This is an optimization exercise on Yosys and OpenROAD, whose aim is small area, a short achievable clock period and few clock cycles per item, not a production implementation.
The RTL was checked by simulation tests, not by an equivalence proof against the original design.
Power and IR drop assume default switching activity.

==> flow/design.v <==
package dmem_pkg;
  localparam int DMEM_ADDR_W = 9;
  localparam int DMEM_DATA_W = 32;
  localparam int DMEM_DEPTH  = 128;
  localparam int DMEM_RD_LAT = 2;
  localparam int DMEM_WR_LAT = 1;
  typedef enum logic [1:0] {
    IDLE = 2'd0,
    BUSY = 2'd1,
    RESP = 2'd2
  } dmem_state_t;
  typedef struct packed {
    logic                   write;
    logic [DMEM_ADDR_W-1:0] addr;
    logic [DMEM_DATA_W-1:0] wdata;
  } dmem_req_t;
  function automatic int cnt_width(input int max_lat);
    if (max_lat < 2) cnt_width = 1;
    else cnt_width = $clog2(max_lat);
  endfunction
endpackage
module dmem_array #(
  parameter int DATA_W = 32,
  parameter int DEPTH  = 128,
  parameter int IDX_W  = 7
) (
  input  logic              clk,
  input  logic              rst_n,
  input  logic              we,
  input  logic              re,
  input  logic              rclr,
  input  logic [IDX_W-1:0]  addr,
  input  logic [DATA_W-1:0] wdata,
  output logic [DATA_W-1:0] rdata
);
  logic [DATA_W-1:0] mem_q [DEPTH];
  logic [DATA_W-1:0] rdata_q, rdata_d;
  always_ff @(posedge clk) begin
    if (we) begin
      mem_q[addr] <= wdata;
    end
  end
  always_comb begin
    rdata_d = rdata_q;
    if (rclr) begin
      rdata_d = '0;
    end else if (re) begin
      rdata_d = mem_q[addr];
    end
  end
  always_ff @(posedge clk or negedge rst_n) begin
    if (!rst_n) begin
      rdata_q <= '0;
    end else begin
      rdata_q <= rdata_d;
    end
  end
  assign rdata = rdata_q;
endmodule
module dmem_responder #(
  parameter int ADDR_W = dmem_pkg::DMEM_ADDR_W,
  parameter int DATA_W = dmem_pkg::DMEM_DATA_W,
  parameter int DEPTH  = dmem_pkg::DMEM_DEPTH,
  parameter int RD_LAT = dmem_pkg::DMEM_RD_LAT,
  parameter int WR_LAT = dmem_pkg::DMEM_WR_LAT
) (
  input  logic              clk,
  input  logic              reset,
  input  logic              req_valid,
  input  logic              req_write,
  input  logic [ADDR_W-1:0] req_addr,
  input  logic [DATA_W-1:0] req_wdata,
  output logic              req_ready,
  output logic              stall_o,
  output logic              rsp_valid,
  output logic              rsp_err,
  output logic [DATA_W-1:0] rsp_rdata
);
  localparam int IDX_W   = ADDR_W - 2;
  localparam int MAX_LAT = (RD_LAT > WR_LAT) ? RD_LAT : WR_LAT;
  localparam int CNT_W   = dmem_pkg::cnt_width(MAX_LAT);
  dmem_pkg::dmem_state_t      state_q, state_d;
  logic [CNT_W-1:0] cnt_q, cnt_d;
  dmem_pkg::dmem_req_t        req_q, req_d;
  logic             err_q, err_d;
  dmem_pkg::dmem_req_t        cur_req;
  logic [IDX_W-1:0] cur_idx;
  logic             addr_bad;
  logic             lat_is_one;
  logic             to_resp;
  logic             mem_we, mem_re, mem_rclr;
  logic [DATA_W-1:0] mem_rdata;
  always_comb begin
    cur_req = req_q;
    if (state_q == dmem_pkg::IDLE) begin
      cur_req.write = req_write;
      cur_req.addr  = req_addr;
      cur_req.wdata = req_wdata;
    end
  end
  assign cur_idx    = cur_req.addr[ADDR_W-1:2];
  assign addr_bad   = (cur_req.addr[1:0] != 2'b00) ||
                      ({{(32-IDX_W){1'b0}}, cur_idx} >= 32'(DEPTH));
  assign lat_is_one = cur_req.write ? (WR_LAT == 1) : (RD_LAT == 1);
  always_comb begin
    state_d = state_q;
    cnt_d   = cnt_q;
    req_d   = req_q;
    err_d   = err_q;
    unique case (state_q)
      dmem_pkg::IDLE: begin
        if (req_valid) begin
          req_d = cur_req;
          err_d = addr_bad;
          if (addr_bad || lat_is_one) begin
            state_d = dmem_pkg::RESP;
            cnt_d   = '0;
          end else begin
            state_d = dmem_pkg::BUSY;
            cnt_d   = cur_req.write ? CNT_W'(WR_LAT - 1) : CNT_W'(RD_LAT - 1);
          end
        end
      end
      dmem_pkg::BUSY: begin
        cnt_d = cnt_q - 1'b1;
        if (cnt_d == '0) begin
          state_d = dmem_pkg::RESP;
        end
      end
      dmem_pkg::RESP: begin
        state_d = dmem_pkg::IDLE;
      end
      default: begin
        state_d = dmem_pkg::IDLE;
      end
    endcase
  end
  always_ff @(posedge clk or negedge reset) begin
    if (!reset) begin
      state_q <= dmem_pkg::IDLE;
      cnt_q   <= '0;
      req_q   <= '0;
      err_q   <= 1'b0;
    end else begin
      state_q <= state_d;
      cnt_q   <= cnt_d;
      req_q   <= req_d;
      err_q   <= err_d;
    end
  end
  assign to_resp  = (state_d == dmem_pkg::RESP) && (state_q != dmem_pkg::RESP);
  assign mem_we   = to_resp && !err_d &&  cur_req.write;
  assign mem_re   = to_resp && !err_d && !cur_req.write;
  assign mem_rclr = to_resp &&  err_d && !cur_req.write;
  dmem_array #(
    .DATA_W (DATA_W),
    .DEPTH  (DEPTH),
    .IDX_W  (IDX_W)
  ) u_array (
    .clk   (clk),
    .rst_n (reset),
    .we    (mem_we),
    .re    (mem_re),
    .rclr  (mem_rclr),
    .addr  (cur_idx),
    .wdata (cur_req.wdata),
    .rdata (mem_rdata)
  );
  always_comb begin
    req_ready = (state_q == dmem_pkg::IDLE);
    stall_o   = (state_q == dmem_pkg::BUSY) || ((state_q == dmem_pkg::IDLE) && req_valid);
    rsp_valid = (state_q == dmem_pkg::RESP);
    rsp_err   = (state_q == dmem_pkg::RESP) && err_q;
  end
  assign rsp_rdata = mem_rdata;
endmodule
==> flow/run.sh <==
#!/bin/bash
# synth_recipe.tcl (not shown) runs the flow's synth.tcl, then flattens the netlist and writes it again
# the make line also repeats each setting of config.mk as NAME=value (left out here)
make -C /OpenROAD-flow-scripts/flow DESIGN_CONFIG=/design/flow/config.mk WORK_HOME=/design/flow/orfs CLKGATE_MAP_FILE= SYNTH_SCRIPT=/design/flow/synth_recipe.tcl finish
==> flow/config.mk <==
export PLATFORM = sky130hd
export DESIGN_NAME = dmem_responder
export DESIGN_NICKNAME = dmem_responder
export VERILOG_FILES = /design/flow/design.v
export SDC_FILE = /design/flow/constraint.sdc
export NUM_CORES = 4
export LEC_CHECK = 0
export CAP_MARGIN = 20
export CORE_MARGIN = 2
export CORE_UTILIZATION = 35
export SLEW_MARGIN = 20
export SYNTH_MEMORY_MAX_BITS = 8192
==> flow/constraint.sdc <==
create_clock -name core_clock -period 5.5 [get_ports {clk}]
set_input_delay 1.1000 -clock core_clock [delete_from_list [all_inputs] [get_ports {clk}]]
set_output_delay 1.1000 -clock core_clock [all_outputs]
set_load 0.01 [all_outputs]
==> results of run 1 <==
==> cell families after synthesis <==
group	Yosys count
AOI/OAI and AO/OA	2240
muxes	203
and+or+nand+nor	2740
buffers and inverters	687
DFF	4172
==> layer usage <==
layer / wire [µm] / vias up
met3: 73460 / 1370
met5: 101 / -
li1: - / 40918
met2: 246600 / 7846
met4: 33860 / 16
met1: 199900 / 52173
==> state kept, by name (all words and copies together) (netlist names) <==
name             flops
req_q               40
state_q              2
cnt_q                1
err_q                1
u_array.rdata_q     32
u_array.mem_q     4096
==> power groups by stage <==
stage / Clock [µW] / Sequential (µW) / Combinational, µW
2_1_floorplan: 0 / 38400 / 7440
5_1_grt: 29600 / 37700 / 17000
4_1_cts: 28400 / 37700 / 16100
3_3_place_gp: 0 / 38400 / 15800
6_report: 28200 / 37800 / 16600
3_5_place_dp: 0 / 38400 / 16100
==> synthesized netlist by cell type (99+ instances only) <==
cell	instances	area (µm²)
edfxtp_1	4096	123000
nand2_1	1715	6437
o22ai_1	841	5261
nand3_1	408	2042
nor2_1	407	1528
buf_2	345	1727
a21oi_1	284	1421
a31oi_1	217	1358
clkbuf_1	193	724.4
a32oi_1	179	1568
mux2i_1	168	1682
a32o_1	131	1311
o21ai_0	112	560.5
o31ai_1	102	765.7
nor3_1	99	495.5
==> placed cells by master, fill, tap and decap left out, types with 12 or more instances in the layout <==
master | synthesis | routed
clkinvlp_4 | 0 | 18
nand2_4 | 0 | 35
mux2i_1 | 168 | 167
o2111ai_1 | 18 | 18
o22a_1 | 64 | 64
mux2_2 | 34 | 34
o41ai_1 | 60 | 54
or3_1 | 12 | 12
buf_4 | 62 | 562
clkbuf_1 | 193 | 89
o221ai_1 | 84 | 84
clkinv_1 | 1 | 88
a32o_1 | 131 | 131
nand2_1 | 1715 | 1677
a32oi_1 | 179 | 179
o31a_1 | 20 | 19
a31oi_1 | 217 | 217
clkdlybuf4s50_1 | 0 | 79
bufinv_16 | 0 | 37
a222oi_1 | 19 | 19
clkinv_2 | 0 | 88
diode_2 | 0 | 20
a21oi_1 | 284 | 280
o22ai_1 | 841 | 841
nand3_1 | 408 | 399
clkbuf_16 | 0 | 423
nor3_1 | 99 | 99
or4_1 | 16 | 16
edfxtp_1 | 4096 | 4096
a41oi_1 | 19 | 18
nor2_1 | 407 | 277
dfrtp_1 | 76 | 76
nor2_4 | 0 | 128
o21ai_0 | 112 | 107
nor4_1 | 33 | 29
o31ai_1 | 102 | 102
buf_12 | 0 | 163
==> layout make-up <==
| class | count | share of cell area, % |
|---|---|---|
| diodes | 20 | 0.02709 |
| clock buffers | 519 | 5.963 |
| clock inverters | 261 | 1.328 |
| inverters | 9 | 0.01829 |
| multi-input cells | 5183 | 16.53 |
| flip-flops and latches | 4172 | 67.61 |
| well taps | 5952 | 4.031 |
| repair buffers | 805 | 4.493 |
==> worst max-delay path, delay by kind of cell (launching register included) <==
| kind | cells | cell delay [ns] |
|---|---|---|
| compound gates | 4 | 2.08 |
| buf+inv | 3 | 1.03 |
| flops | 1 | 0.75 |
| simple gates | 3 | 1.35 |
==> through the flow <==
stage	utilization [%]	instance area (µm²)	power [µW]	setup WS, ns
floorplan	-	157200	45830	0.6514
global placement	38.19	171100	54190	-0.7330
detailed placement	38.20	171200	54490	-0.8078
CTS	41.21	184700	82220	0.1629
global route	41.21	184700	84290	0.1826
finish	41.22	184700	82620	0.1573
==> what timing repair did <==
action / CTS / global route
gates cloned: 0 / 0
setup endpoints to repair: 1 / 1
buffers inserted: 0 / 0
gates resized for setup: 1 / 1
==> final timing paths <==
check / endpoint / slack (ns) / depth (start not counted)
setup / recovery: u_array.rdata_q[28]$_DFFE_PN0P_ / 0.16 / 10
hold / removal: req_q[8]$_DFFE_PN0P_ / 0.28 / 1
setup reg to reg: u_array.rdata_q[28]$_DFFE_PN0P_ / 0.16 / 10
hold reg to reg: req_q[12]$_DFFE_PN0P_ / 0.51 / 1
max in group asynchronous: u_array.rdata_q[11]$_DFFE_PN0P_ / 3.77 / 2
min in group core_clock: req_q[12]$_DFFE_PN0P_ / 0.51 / 1
==> results.sh, run 1 <==
export IMPL_holdWs_ns=0.2846
export IMPL_multi_input_area_mm2=0.03053
export IMPL_ff_latch_area_mm2=0.1249
export IMPL_hold_class="input pin to asynchronous set/reset pin"
export IMPL_rsz0062_at_grt="no"
export IMPL_swShare_pct=30.37
export IMPL_clkTransAtPathRegs_ns=0.06
export IMPL_core_mm2=0.4482
export IMPL_tns_ns=0
export IMPL_p_int_uw=57530
export IMPL_dieWidth_um=674.1
export IMPL_syn_nets=10087
export IMPL_ys_warn_count=2
export IMPL_synthMuxAreaShare_pct=1.328
export IMPL_max_stage_delay_ns=0.96
export IMPL_total_leakage_power_uw=0.05901
export IMPL_maxCapViolCount=0
export IMPL_drt_iter0_drc=17732
export IMPL_worstPathMaxFanout=17
export IMPL_dieArea_mm2=0.4545
export IMPL_cp_start_kind="flip-flop"
export IMPL_grt_overflow_total=0
export IMPL_outcome="no timing/DRC/antenna violations"
export IMPL_hold_violations=0
export IMPL_busiest_layer="met2"
export IMPL_path_cells="or2_2 > inv_2 > buf_12 > nand3_1 > o21a_4 > buf_4 > a31oi_1 > or4_1 > a21oi_1 > a32o_1"
export IMPL_drive_gt1_share_pct=14.59
export IMPL_io_pins=81
export IMPL_clock_skew_final_ns=0.09943
export IMPL_num_fill_cells=39948
export IMPL_initial_core_util_pct=35.07
export IMPL_relSlewSlack_pct=15.77
export IMPL_max_freq_ghz=0.1872
export IMPL_vdd_drop_max_mv=0.3512
export IMPL_avgSynthCellArea_um2=15.65
export IMPL_via_count=102323
export IMPL_insertion_delay_ns=1.02
export IMPL_syn_area_mm2=0.1572
export IMPL_p_sw_uw=25090
export IMPL_fin_cells=16921
export IMPL_ys_types=74
export IMPL_power_density_mw_per_mm2=447.3
export IMPL_synth_xor_area_share_pct=0
export IMPL_reg2reg_from="state_q[0]$_DFF_PN0_"
export IMPL_grt_util_met3_pct=5.864
export IMPL_crit_type="flip-flop to flip-flop"
export IMPL_cp_end_kind="flip-flop"
export IMPL_cp_startpoint="state_q[0]$_DFF_PN0_"
export IMPL_dp_cells=16121
export IMPL_arrival_ns=6.28
export IMPL_synth_cells=10042
export IMPL_drt_wirelength_per_cell_um=32.74
export IMPL_grt_pass1_vias=95802
export IMPL_combPwrFrac_pct=20.1
export IMPL_synth_edf_count=4096
export IMPL_synth_seq_cells=4172
export IMPL_antenna_found_initial=51
export IMPL_yosys_area_share_simple_pct=7.172
export IMPL_setup_viol_count_final=0
export IMPL_rows=246
export IMPL_clk_root_buffer_cell="clkbuf_16"
export IMPL_synth_compound_area_share_pct=9.907
export IMPL_layout_min_cycle_time_ns=5.343
export IMPL_clock_sinks=4172
export IMPL_slowest_stage="a21oi_1"
export IMPL_routabilityCongestion=0.9176
export IMPL_cts_tree="yes"
export IMPL_area_delta_synth_final_pct=17.53
export IMPL_wirelength_mm=553.9
export IMPL_die_y_um=674.1
export IMPL_clock_tree_buffer_depth=4
export IMPL_htree_levels=5
export IMPL_met2_usage_pct=35.88
export IMPL_yosysSeqAreaShare_pct=79.46
export IMPL_synth_top_family_by_area="compound AO/OA/AOI/OAI gates"
export IMPL_maxSlewViolCount=0
export IMPL_grt_first_pass_wirelength_mm=760.1
export IMPL_worst_pin_slew_ns=1.263
export IMPL_via_per_inst=6.047
export IMPL_place_hpwl_mm=327.0
export IMPL_required_ns=6.44
export IMPL_cts_buffers=418
export IMPL_pwr_share_clk_pct=34.1
export IMPL_grt_total_usage_pct=23.53
export IMPL_dr_pass1_iters=8
export IMPL_nets=10634
export IMPL_io_buffers=80
export IMPL_async_reset_ff_share_pct=1.822
export IMPL_postCtsHoldBufs=0
export IMPL_final_antenna_net_count=0
export IMPL_drc_errors=0
export IMPL_grt_max_degree=129
export IMPL_pwr_share_seq_pct=45.7
export IMPL_grtUsageMet1_pct=31.12
export IMPL_synth_top_flop_cell="edfxtp_1"
export IMPL_period_share_pct=97.14
export IMPL_yosys_area_share_adder_pct=0
Testbench counts, summed over its fixed seeds: cycles 12,730, items 4,800.
==> run 2: changes to the inputs <==
==> flow/design.v (replaced) <==
package dmem_pkg;
  localparam int DMEM_ADDR_W = 9;
  localparam int DMEM_DATA_W = 32;
  localparam int DMEM_DEPTH  = 128;
endpackage
module dmem_pair #(
  parameter int DATA_W = 32
) (
  input  logic              clk,
  input  logic              we0,
  input  logic              wen0,
  input  logic              we1,
  input  logic              wen1,
  input  logic [DATA_W-1:0] x,
  input  logic              rl0,
  input  logic              rl1,
  output logic [DATA_W-1:0] r
);
  logic [DATA_W-1:0] s0_q, s1_q;
  always_ff @(posedge clk) begin
    s0_q <= ~(({DATA_W{we0}} & x) | ({DATA_W{wen0}} & s0_q));
    s1_q <= ~(({DATA_W{we1}} & x) | ({DATA_W{wen1}} & s1_q));
  end
  assign r = ~(({DATA_W{rl0}} | s0_q) & ({DATA_W{rl1}} | s1_q));
endmodule
module dmem_array #(
  parameter int DATA_W = 32,
  parameter int DEPTH  = 128,
  parameter int IDX_W  = 7
) (
  input  logic              clk,
  input  logic              we,
  input  logic              re,
  input  logic [IDX_W-1:0]  addr,
  input  logic [DATA_W-1:0] wdata,
  output logic [DATA_W-1:0] rdata
);
  localparam int NPAIR = DEPTH / 2;
  logic              phase_q;
  logic [DATA_W-1:0] x;
  logic [DATA_W-1:0] rsel;
  logic [DATA_W-1:0] rdata_q;
  logic [DEPTH-1:0]  wsel;
  logic [DEPTH-1:0]  rsel_n;
  logic [DATA_W-1:0] pr [NPAIR];
  always_ff @(posedge clk) begin
    phase_q <= ~phase_q;
  end
  assign x = wdata ^ {DATA_W{~phase_q}} ^ {DATA_W{1'b1}};
  genvar gi;
  for (gi = 0; gi < DEPTH; gi++) begin : g_dec
    assign wsel[gi]   = we && (addr == IDX_W'(gi));
    assign rsel_n[gi] = !(re && (addr == IDX_W'(gi)));
  end
  for (gi = 0; gi < NPAIR; gi++) begin : g_pair
    dmem_pair #(
      .DATA_W (DATA_W)
    ) u_pair (
      .clk  (clk),
      .we0  (wsel[2*gi]),
      .wen0 (!wsel[2*gi]),
      .we1  (wsel[2*gi+1]),
      .wen1 (!wsel[2*gi+1]),
      .x    (x),
      .rl0  (rsel_n[2*gi]),
      .rl1  (rsel_n[2*gi+1]),
      .r    (pr[gi])
    );
  end
  always_comb begin
    rsel = '0;
    for (int i = 0; i < NPAIR; i++) begin
      rsel = rsel | pr[i];
    end
  end
  always_ff @(posedge clk) begin
    rdata_q <= rsel ^ {DATA_W{re && !phase_q}};
  end
  assign rdata = rdata_q;
endmodule
module dmem_responder #(
  parameter int ADDR_W = dmem_pkg::DMEM_ADDR_W,
  parameter int DATA_W = dmem_pkg::DMEM_DATA_W,
  parameter int DEPTH  = dmem_pkg::DMEM_DEPTH
) (
  input  logic              clk,
  input  logic              reset,
  input  logic              req_valid,
  input  logic              req_write,
  input  logic [ADDR_W-1:0] req_addr,
  input  logic [DATA_W-1:0] req_wdata,
  output logic              req_ready,
  output logic              stall_o,
  output logic              rsp_valid,
  output logic              rsp_err,
  output logic [DATA_W-1:0] rsp_rdata
);
  localparam int IDX_W = ADDR_W - 2;
  logic busy_q;    
  logic err_q;     
  logic accept;
  logic aligned;
  assign accept  = req_valid && !busy_q;
  assign aligned = (req_addr[1:0] == 2'b00);
  always_ff @(posedge clk or negedge reset) begin
    if (!reset) begin
      busy_q <= 1'b0;
      err_q  <= 1'b0;
    end else begin
      busy_q <= accept;
      err_q  <= accept && !aligned;
    end
  end
  dmem_array #(
    .DATA_W (DATA_W),
    .DEPTH  (DEPTH),
    .IDX_W  (IDX_W)
  ) u_array (
    .clk   (clk),
    .we    (accept && req_write && aligned),
    .re    (aligned),
    .addr  (req_addr[ADDR_W-1:2]),
    .wdata (req_wdata),
    .rdata (rsp_rdata)
  );
  assign req_ready = !busy_q;
  assign stall_o   = accept;
  assign rsp_valid = busy_q;
  assign rsp_err   = err_q;
endmodule
--- a/flow/config.mk
+++ b/flow/config.mk
@@ -11,2 +11,3 @@
 export SLEW_MARGIN = 20
+export SYNTH_HIERARCHICAL = 1
 export SYNTH_MEMORY_MAX_BITS = 8192
==> run 2 against run 1 <==
Net effect: area after synthesis decreased by 9.4%; design area fell by 11%; sequential power down 19%; routed wire length is 3.1% higher; cell count is 11% higher; via count increased by 19%; highest routed layer unchanged; still clean on timing, DRC and antenna; worst hold slack lost 0.030 ns; first-iteration DRC count down 3.4%; critical path depth grew 1.
==> results.sh, run 2 <==
export IMPL_required_ns=6.33
export IMPL_yosysSeqAreaShare_pct=58.05
export IMPL_dieArea_mm2=0.4122
export IMPL_worstPathMaxFanout=32
export IMPL_maxSlewViolCount=0
export IMPL_via_count=121656
export IMPL_avgSynthCellArea_um2=11.27
export IMPL_clkTransAtPathRegs_ns=0.07
export IMPL_core_mm2=0.4058
export IMPL_synth_seq_cells=4131
export IMPL_cp_start_kind="input pin"
export IMPL_cp_startpoint="req_addr[3]"
export IMPL_reg2reg_depth=9
export IMPL_hold_violations=0
export IMPL_fin_cells=18746
export IMPL_drc_errors=0
export IMPL_htree_levels=5
export IMPL_final_cell_mix="dfxtp_1, a22oi_1, o22ai_1"
export IMPL_grt_pass1_vias=112109
export IMPL_worst_pin_slew_ns=1.258
export IMPL_post_cts_resized=0
export IMPL_die_y_um=642.0
export IMPL_combPwrFrac_pct=3.3
export IMPL_rsz0062_at_grt="no"
export IMPL_cp_end_kind="flip-flop"
export IMPL_post_cts_setup_buffer_count=0
export IMPL_synth_edf_count=0
export IMPL_drt_iter0_drc=17125
export IMPL_wirelength_mm=571.2
export IMPL_layout_min_cycle_time_ns=5.312
export IMPL_postLayoutCoreUtil_pct=40.54
export IMPL_insertion_delay_ns=1.00
export IMPL_max_freq_ghz=0.1883
export IMPL_drt_wirelength_per_cell_um=30.47
export IMPL_multi_input_area_mm2=0.05074
export IMPL_grt_max_degree=129
export IMPL_final_antenna_net_count=0
export IMPL_ff_latch_area_mm2=0.08271
export IMPL_routabilityCongestion=0.9275
export IMPL_pwr_share_seq_pct=50.1
export IMPL_reg2reg_slack_ns=2.33
export IMPL_async_reset_ff_share_pct=0.04841
export IMPL_synth_top_cells_by_area="dfxtp_1, a22oi_1, o22ai_1"
export IMPL_placed_area_mm2=0.1509
export IMPL_synth_top_area_share_pct=58.01
export IMPL_clock_tree_buffer_depth=4
export IMPL_swShare_pct=22.76
export IMPL_grt_first_pass_wirelength_mm=812.3
export IMPL_outcome="no timing/DRC/antenna violations"
export IMPL_cts_buffers=401
export IMPL_synth_top_flop_cell="dfxtp_1"
export IMPL_area_delta_synth_final_pct=15.46
export IMPL_stdcell_area_mm2=0.1645
export IMPL_grt_total_usage_pct=26.01
export IMPL_period_share_pct=96.57
export IMPL_total_leakage_power_uw=0.06097
export IMPL_syn_nets=12688
export IMPL_dr_pass1_iters=10
export IMPL_rows=234
export IMPL_pwr_share_clk_pct=46.6
export IMPL_drive_gt1_share_pct=13.61
export IMPL_biggestRegsByFlops="u_array.g_pair.u_pair.s0_q: 2048 flops, u_array.g_pair.u_pair.s1_q: 2048 flops, u_array.rdata_q: 32 flops"
export IMPL_p_int_uw=47350
export IMPL_reg2reg_from="busy_q$_DFF_PN0_"
export IMPL_clock_skew_final_ns=0.04503
export IMPL_crit_type="input pin to flip-flop"
export IMPL_via_per_inst=6.490
export IMPL_io_buffers=80
export IMPL_ys_warn_count=10
export IMPL_clock_sinks=4131
export IMPL_power_density_mw_per_mm2=372.7
export IMPL_tns_ns=0
export IMPL_yosys_top_cells_count="dfxtp_1, a22oi_1, o22ai_1"
export IMPL_synth_most_common_cell="dfxtp_1"
export IMPL_final_common_cell="dfxtp_1"
export IMPL_nets=13016
export IMPL_postCtsHoldBufs=0
export IMPL_hold_class="input pin to asynchronous set/reset pin"
export IMPL_ys_types=30
export IMPL_cts_tree="yes"
export IMPL_setup_viol_count_final=0
export IMPL_clk_root_buffer_cell="clkbuf_16"
export IMPL_r2r_end="u_array.g_pair[44].u_pair.s0_q[8]$_DFF_P_"
export IMPL_num_fill_cells=38891
export IMPL_initial_core_util_pct=35.11
export IMPL_p_sw_uw=13950
export IMPL_maxCapViolCount=0
export IMPL_dieWidth_um=642.0
export IMPL_vdd_drop_max_mv=0.2791
export IMPL_yosys_area_top_type="dfxtp_1"
export IMPL_arrival_ns=6.14
export IMPL_synth_cells=12643
export IMPL_dp_cells=17994
export IMPL_place_hpwl_mm=343.8
export IMPL_antenna_found_initial=44
export IMPL_syn_area_mm2=0.1425
export IMPL_relSlewSlack_pct=15.39
export IMPL_io_pins=81
export IMPL_grt_overflow_total=0
run 2: cell types whose count changed in the layout (fill, tap and decap cells not counted), moves of 280 or more:
cell / delta
a22oi_1: +4093
nand2_1: -1429
edfxtp_1: -4096
nand3_1: -399
buf_4: +349
a21oi_1: -280
dfxtp_1: +4128
nor4_1: +479
o22ai_1: +1207
run 2: metal layers:
| metal | vias up | wire length, µm | GRT usage [%] |
|---|---|---|---|
| li1 | 51823 | - | - |
| met2 | 7102 | 245300 | 38.86 |
| met1 | 61425 | 225500 | 33.40 |
| met5 | - | 109 | 0 |
| met3 | 1288 | 58140 | 6.119 |
| met4 | 18 | 42210 | 17.35 |
run 2: cells by family (layout without fill, tap and decap cells):
logic type / after synthesis / in the layout / share of synthesized area [%]
other: 0 / 23 / 0
buffers and inverters: 1323 / 1975 / 6.949
and+or+nand+nor: 981 / 981 / 4.035
DFF: 4131 / 4131 / 58.05
AOI/OAI and AO/OA: 6144 / 6144 / 30.57
xor gates and xnor gates: 64 / 64 / 0.3934
run 2: area by class of cell:
| cell class | count | share of cell area, % |
|---|---|---|
| well taps | 5428 | 4.128 |
| flip-flops and latches | 4131 | 50.28 |
| clock inverters | 145 | 1.088 |
| repair buffers | 1118 | 6.176 |
| multi-input cells | 7189 | 30.84 |
| diodes | 23 | 0.03499 |
| clock buffers | 582 | 7.157 |
| inverters | 130 | 0.2966 |
run 2: stage by stage:
stage / hold slack [ns] / setup WS [ns] / power [µW]
after floorplan: 0.4143 / -0.6498 / 32150
after global routing: 0.2486 / 0.2238 / 62720
after CTS: 0.2096 / 0.4226 / 61370
after global placement: 0.4246 / -0.5832 / 33300
after detailed placement: 0.4304 / -0.5818 / 33330
final: 0.2546 / 0.1885 / 61310
run 2: critical path, stage by stage:
cell and delay, ns:
clkdlybuf4s50_1 1.08, nand2b_4 0.36, nor2_4 0.21, buf_4 0.25, nand2_1 0.06, buf_4 0.39, o22ai_1 0.16, nor4_1 0.94
nand4_1 0.89, nor4_1 0.54, xnor2_1 0.11
run 2: worst max path at each step:
stage / to / slack [ns] / cells after the start
after floorplan: u_array.g_pair[0].u_pair.s0_q[19]$_DFF_P_ / -0.65 / 2
after global routing: u_array.rdata_q[24]$_DFF_P_ / 0.22 / 11
after CTS: u_array.rdata_q[2]$_DFF_P_ / 0.42 / 12
final: u_array.rdata_q[24]$_DFF_P_ / 0.19 / 11
after detailed placement: u_array.rdata_q[24]$_DFF_P_ / -0.58 / 11
after global placement: u_array.rdata_q[24]$_DFF_P_ / -0.58 / 11
run 2: power groups by stage:
stage	registers, µW	logic (µW)	clock network [µW]
2_1_floorplan	31300	870	0
3_3_place_gp	31400	1920	0
3_5_place_dp	31400	1950	0
4_1_cts	30700	1950	28700
5_1_grt	30800	2050	29900
6_report	30700	2010	28600
Testbench counts of run 2, summed over its fixed seeds: cycles 9,600, items 4,800.
==> run 3: changes to the inputs <==
--- a/flow/config.mk
+++ b/flow/config.mk
@@ -9,3 +9,4 @@
 export CORE_MARGIN = 2
-export CORE_UTILIZATION = 35
+export CORE_UTILIZATION = 50
+export SETUP_SLACK_MARGIN = 2.9
 export SLEW_MARGIN = 20
@@ -13 +14,2 @@
 export SYNTH_MEMORY_MAX_BITS = 8192
+export TNS_END_PERCENT = 100
==> run 3 against run 2 <==
Net effect: now fails the layout checks on slew limit; register-to-register slack gained 0.31 ns; routed wire length increased by 17%; flip-flop and latch count unchanged; worst hold slack improved by 0.022 ns; critical endpoint is now u_array.rdata_q[10]$_DFF_P_; largest cell class unchanged; largest power group unchanged.
==> results.sh, run 3 <==
export IMPL_slowest_stage="nand4_1"
export IMPL_outcome="complete, but fails checks"
export IMPL_power_density_mw_per_mm2=337.0
export IMPL_htree_levels=5
export IMPL_async_reset_ff_share_pct=0.04841
export IMPL_grt_max_degree=129
export IMPL_tns_ns=0
export IMPL_core_mm2=0.2828
export IMPL_synth_edf_count=0
export IMPL_wirelength_mm=666.1
export IMPL_layout_min_cycle_time_ns=3.593
export IMPL_synth_top_flop_cell="dfxtp_1"
export IMPL_clock_skew_final_ns=0.05837
export IMPL_dieArea_mm2=0.2893
export IMPL_hold_violations=0
export IMPL_avgSynthCellArea_um2=11.27
export IMPL_max_stage_delay_ns=0.94
export IMPL_setup_viol_count_final=0
export IMPL_drt_iter0_drc=24559
export IMPL_worstPathMaxFanout=6
export IMPL_dieWidth_um=537.8
export IMPL_clk_root_buffer_cell="clkbuf_16"
export IMPL_ys_warn_count=10
export IMPL_check_faults="slew limit"
export IMPL_clkTransAtPathRegs_ns=0.06
export IMPL_maxCapViolCount=0
export IMPL_grt_first_pass_wirelength_mm=878.3
export IMPL_final_common_cell="dfxtp_1"
export IMPL_yosys_area_top_type="dfxtp_1"
export IMPL_total_leakage_power_uw=0.07041
export IMPL_area_delta_synth_final_pct=30.44
export IMPL_synth_top_cells_by_area="dfxtp_1, a22oi_1, o22ai_1"
export IMPL_synth_top_family_by_area="compound AO/OA/AOI/OAI gates"
export IMPL_io_buffers=80
export IMPL_dr_pass1_iters=9
export IMPL_fin_cells=17878
export IMPL_cp_start_kind="input pin"
export IMPL_cts_buffers=414
export IMPL_final_cell_mix="dfxtp_1, a22oi_1, o22ai_1"
export IMPL_via_count=134088
export IMPL_die_y_um=537.8
export IMPL_yosys_top_cells_count="dfxtp_1, a22oi_1, o22ai_1"
export IMPL_arrival_ns=4.51
export IMPL_num_fill_cells=20438
export IMPL_cts_tree="yes"
export IMPL_synth_top_area_share_pct=58.01
export IMPL_grt_overflow_total=0
export IMPL_path_cells="buf_6 > buf_12 > buf_12 > nand2b_4 > buf_6 > nor3_4 > buf_6 > nand2_8 > buf_12 > buf_8 > o22ai_4 > nor4_2 > buf_4 > nand4_1 > nor4_2 > xnor2_1"
export IMPL_drt_wirelength_per_cell_um=37.26
export IMPL_routabilityCongestion=0.9329
export IMPL_io_pins=81
export IMPL_syn_nets=12688
export IMPL_insertion_delay_ns=1.02
export IMPL_yosysSeqAreaShare_pct=58.05
export IMPL_dp_cells=16167
export IMPL_synth_most_common_cell="dfxtp_1"
export IMPL_postCtsHoldBufs=0
export IMPL_period_share_pct=65.33
export IMPL_synth_cells=12643
export IMPL_cp_end_kind="flip-flop"
export IMPL_antenna_found_initial=26
export IMPL_synth_xor_area_share_pct=0.3934
export IMPL_initial_core_util_pct=50.39
export IMPL_synth_seq_cells=4131
export IMPL_crit_type="input pin to flip-flop"
export IMPL_hold_class="input pin to asynchronous set/reset pin"
export IMPL_nets=13827
export IMPL_rows=195
export IMPL_required_ns=6.42
export IMPL_ys_types=30
export IMPL_drive_gt1_share_pct=26.67
export IMPL_vdd_drop_max_mv=0.2693
export IMPL_place_hpwl_mm=335.0
export IMPL_synth_compound_area_share_pct=30.57
export IMPL_syn_area_mm2=0.1425
export IMPL_yosys_area_share_adder_pct=0
export IMPL_via_per_inst=7.500
export IMPL_grt_pass1_vias=121143
export IMPL_multi_input_area_mm2=0.05833
export IMPL_relSlewSlack_pct=-25.60
export IMPL_rsz0062_at_grt="yes"
export IMPL_worst_pin_slew_ns=1.884
export IMPL_biggestRegsByFlops="u_array.g_pair.u_pair.s0_q: 2048 flops, u_array.g_pair.u_pair.s1_q: 2048 flops, u_array.rdata_q: 32 flops"
export IMPL_synthMuxAreaShare_pct=0
export IMPL_postLayoutCoreUtil_pct=65.72
export IMPL_max_freq_ghz=0.2783
export IMPL_clock_sinks=4131
export IMPL_maxSlewViolCount=72
export IMPL_yosys_area_share_simple_pct=4.035
export IMPL_drc_errors=0
export IMPL_clock_tree_buffer_depth=4
export IMPL_ff_latch_area_mm2=0.08283
export IMPL_final_antenna_net_count=0
export IMPL_grt_total_usage_pct=41.16
## run 3: metrics by stage
| step | setup WS (ns) | cell area, µm² | hold WS [ns] | power (µW) |
|---|---|---|---|---|
| floorplan | 2.346 | 143100 | 0.4143 | 32150 |
| global placement | -0.6940 | 147600 | 0.4247 | 33200 |
| detailed placement | -0.5836 | 147800 | 0.4302 | 33260 |
| CTS | 2.280 | 175500 | 0.2633 | 62200 |
| global route | 1.996 | 185800 | 0.2800 | 63780 |
| finish | 1.907 | 185800 | 0.2767 | 62640 |
## run 3: timing repair
item                                    CTS  global route
cloned                                  111           133
buffers inserted                        397           301
endpoints found under the hold margin     0             0
setup endpoints to repair              4131          3144
pin swaps                               270           494
gates resized for setup                1620          1069
## run 3: per-layer routing
metal / GRT usage [%] / share of wire, % / wire [µm] / up-vias
li1: - / - / - / 53521
met1: 53.23 / 36 / 238600 / 66622
met2: 57.67 / 41 / 271900 / 11442
met3: 13.69 / 15 / 99250 / 2475
met4: 28.74 / 8.4 / 55920 / 28
met5: 0 / 0.059 / 391 / -
## run 3: cells by family after synthesis
family | after synthesis
flops | 4131
simple gates | 981
compound gates | 6144
buf+inv | 1323
xor+xnor | 64
## run 3: worst paths after layout
| kind | slack (ns) | start | cells past startpoint | to |
|---|---|---|---|---|
| min in group core_clock | 0.44 | u_array.g_pair[29].u_pair.s0_q[0]$_DFF_P_ | 1 | u_array.g_pair[29].u_pair.s0_q[0]$_DFF_P_ |
| setup / recovery | 1.91 | req_addr[5] | 16 | u_array.rdata_q[10]$_DFF_P_ |
| hold reg to reg | 0.44 | u_array.g_pair[29].u_pair.s0_q[0]$_DFF_P_ | 1 | u_array.g_pair[29].u_pair.s0_q[0]$_DFF_P_ |
| hold / removal | 0.28 | reset | 1 | err_q$_DFF_PN0_ |
| setup reg to reg | 2.64 | u_array.phase_q$_DFF_P_ | 4 | u_array.g_pair[62].u_pair.s0_q[3]$_DFF_P_ |
| max in group asynchronous | 5.10 | reset | 1 | busy_q$_DFF_PN0_ |
## run 3: final cells by class
type / instances / area share, %
Antenna cell: 13 / 0.01750
Clock buffer: 601 / 6.560
Clock inverter: 155 / 1.041
Inverter: 130 / 0.4935
Multi-Input combinational cell: 7195 / 31.39
Sequential cell: 4131 / 44.57
Tap cell: 3743 / 2.520
Timing Repair Buffer: 1901 / 13.38
Timing Repair inverter: 9 / 0.03232
## run 3: critical path: cells and delay by family
kind,cells,cell delay [ns]
simple gates,6,2.05
buf+inv,8,1.07
xor+xnor,1,0.17
compound gates,1,0.07
## run 3: power breakdown
part / internal [µW] / switching [µW]
combinational: 798 / 1570
sequential: 30400 / 337
clock: 17000 / 12500
total: 48300 / 14400

## what the ideal ports hide
The flow's constraints put no driver on any port. The routed layouts listed below were extracted and timed again, unchanged, in two steps. Step 1 sets driving cells, clkbuf_16 on the clock port and buf_2 on the other inputs (assumed; they add their load-dependent delay and slew). Step 2 adds t to the input delays and takes it off the output delays; t is the mean of the earliest and latest rising clock arrival at the registers after step 1. Input paths then give back, and output paths get back, about the clock's delay inside the block. a / b / c = ideal ports / drivers / drivers and shift; a / b = the first two.
run	t, ns	setup WS [ns]	worst setup path at the end	latest minus earliest clock arrival (ns)
run 1	1.088	0.157 / 0.157 / -0.643	input to register	0.102 / 0.103
run 2	1.108	0.188 / 0.292 / -0.816	input to register	0.055 / 0.055
run 3	1.101	1.907 / 1.984 / 0.882	input to register	0.064 / 0.065
With both steps, setup timing fails in run 1 and run 2, where it was met with ideal ports. The setup slack of run 3, which loses most, moves by +0.077 ns with the drivers and by -1.025 ns with both steps.
